This design comes from an exercise in tuning for small area on the open sky130 flow, not from production work. The RTL was checked by simulation tests, not by an equivalence proof against the original design. No activity file was given, so power comes from the tool's default toggle rates.

==> module lineWindow, before the edit <==
module lineWindow (
    input  logic        clk,
    input  logic        rst,
    input  logic        pixValid,
    input  logic [7:0]  pix,
    output logic        winValid,
    output logic [71:0] win,
    output logic        convXodd,
    output logic        convYodd,
    output logic        poolLast
);
    localparam int imgSize = 8;
    logic [8*18-1:0] histN;
    logic [8*19-1:0] taps;
    logic [2:0] row;
    logic [2:0] col;
    assign winValid = pixValid && row >= 3'd2 && col >= 3'd2;
    assign convXodd = !col[0];
    assign convYodd = row[0] ^ (col == 3'd0);
    assign poolLast = row == 3'd0;
    always_ff @(posedge clk) begin
        if (rst) begin
            row <= '0;
            col <= '0;
        end else begin
            if (pixValid) begin
                col <= col + 1'b1;
                if (col == 3'(imgSize - 1)) row <= row + 1'b1;
            end
        end
    end
    always_ff @(posedge clk) begin
        if (pixValid) histN <= {histN[8*17-1:0], ~pix};
    end
    assign taps = {~histN, pix};
    always_comb begin
        for (int i = 0; i < 3; i++) begin
            for (int j = 0; j < 3; j++) begin
                win[(i*3+j)*8 +: 8] = taps[((2-i)*8 + (2-j))*8 +: 8];
            end
        end
    end
endmodule
export LEC_CHECK = 0
export ABC_AREA = 1
export CAP_MARGIN = 20
export CORE_MARGIN = 2
export CORE_UTILIZATION = 65
export CTS_BUF_LIST = sky130_fd_sc_hd__clkbuf_16
export CTS_CLUSTER_DIAMETER = 100
export CTS_CLUSTER_SIZE = 30
export PLACE_DENSITY = 0.75
export SLEW_MARGIN = 20
create_clock -name core_clock -period 7.5 [get_ports {clk}]
standard.sh (not shown) runs the stock make flow with config.mk's settings and CLKGATE_MAP_FILE= SYNTH_SCRIPT=/design/flow/synth_recipe.tcl, a recipe that flattens the netlist after the stock synthesis.
==> flow/flow/run.sh <==
#!/bin/bash
# Standard synthesis, then the combinational logic mapped again for area
# (flip-flops kept as synthesis made them), then the standard layout.
set -euo pipefail
R=orfs/results/${FLOW_PLATFORM}/convPoolTop/base
LIB=${FLOW_HOME}/platforms/${FLOW_PLATFORM}/lib/sky130_fd_sc_hd__tt_025C_1v80.lib
bash standard.sh synth > synth.log 2>&1
cp $R/1_2_yosys.v std_1_2_yosys.v
python3 flow/netopt.py $LIB std_1_2_yosys.v opt.v > netopt.log 2>&1
DU=""
for c in $(cat flow/dont_use.txt); do DU="$DU -dont_use $c"; done
cat > remap.ys <<EOS
read_liberty -lib $LIB
read_verilog opt.v
hierarchy -top ${FLOW_TOP}
proc; opt_clean
techmap
opt -fast
abc -liberty $LIB $DU -script flow/remap.abc
opt_clean -purge
hilomap -singleton -hicell sky130_fd_sc_hd__conb_1 HI -locell sky130_fd_sc_hd__conb_1 LO
splitnets
opt_clean -purge
insbuf -buf sky130_fd_sc_hd__buf_4 A X
write_verilog -noattr -noexpr -nohex -nodec remap.v
stat -liberty $LIB
EOS
yosys -s remap.ys > remap.log 2>&1
cp remap.v $R/1_2_yosys.v
rm -f $R/1_synth.odb $R/1_synth.sdc
bash standard.sh "BUFFER_PORTS_ARGS=-buffer_cell sky130_fd_sc_hd__buf_1" "CTS_ARGS=-sink_clustering_enable -repair_clock_nets -dont_use_dummy_load -sink_clustering_size 28 -sink_clustering_max_diameter 100 -buf_list sky130_fd_sc_hd__clkbuf_16" finish > layout.log 2>&1
Other scripts of this flow, unchanged in this note and not shown: flow/flow/dont_use.txt, flow/flow/netopt.py, flow/flow/remap.abc
Change:
--- a/flow/design.v
+++ b/flow/design.v
@@ -8,13 +8,13 @@
     output logic [71:0] win,
     output logic        convXodd,
     output logic        convYodd,
     output logic        poolLast
 );
     localparam int imgSize = 8;
-    logic [8*18-1:0] histN;
+    logic [8*18-1:0] hist;
     logic [8*19-1:0] taps;
     logic [2:0] row;
     logic [2:0] col;
     assign winValid = pixValid && row >= 3'd2 && col >= 3'd2;
     assign convXodd = !col[0];
     assign convYodd = row[0] ^ (col == 3'd0);
@@ -28,15 +28,15 @@
                 col <= col + 1'b1;
                 if (col == 3'(imgSize - 1)) row <= row + 1'b1;
             end
         end
     end
     always_ff @(posedge clk) begin
-        if (pixValid) histN <= {histN[8*17-1:0], ~pix};
+        if (pixValid) hist <= {hist[8*17-1:0], pix};
     end
-    assign taps = {~histN, pix};
+    assign taps = {hist, pix};
     always_comb begin
         for (int i = 0; i < 3; i++) begin
             for (int j = 0; j < 3; j++) begin
                 win[(i*3+j)*8 +: 8] = taps[((2-i)*8 + (2-j))*8 +: 8];
             end
         end
Effect: The changed run went through all stages and came out clean. Clock power goes up by about 0.9%. Global-route usage goes up by 1.1 points. Cell count goes up by 1.8%. Non-clock buffer count goes down by 7. Cell area hardly moves. Area after synthesis goes up by about 0.34%. Critical path depth goes down by 1.

[re-timing with driven ports]
How much do the figures lean on ideal ports? The routed layouts below were timed once more, with nothing changed but the port constraints. Step 1 (the two cells are an assumption about what drives the block):
set clk [get_ports {clk}]
set_driving_cell -lib_cell sky130_fd_sc_hd__clkbuf_16 $clk
set_driving_cell -lib_cell sky130_fd_sc_hd__buf_2 [delete_from_list [all_inputs] $clk]
Step 2 also shifts input and output timing later by t, the mid clock arrival at the registers, as if the neighbouring blocks saw the same clock. a / b / c = no drivers / after step 1 / after step 2; a / b = the first two.
run | t (ns) | setup WS [ns] | clock arrival spread, ns
the first run | 0.570 | 0.518 / 0.518 / 0.518 | 0.056 / 0.056
the second run | 0.578 | 0.550 / 0.550 / 0.550 | 0.040 / 0.041
After both steps every run listed still meets setup and hold.
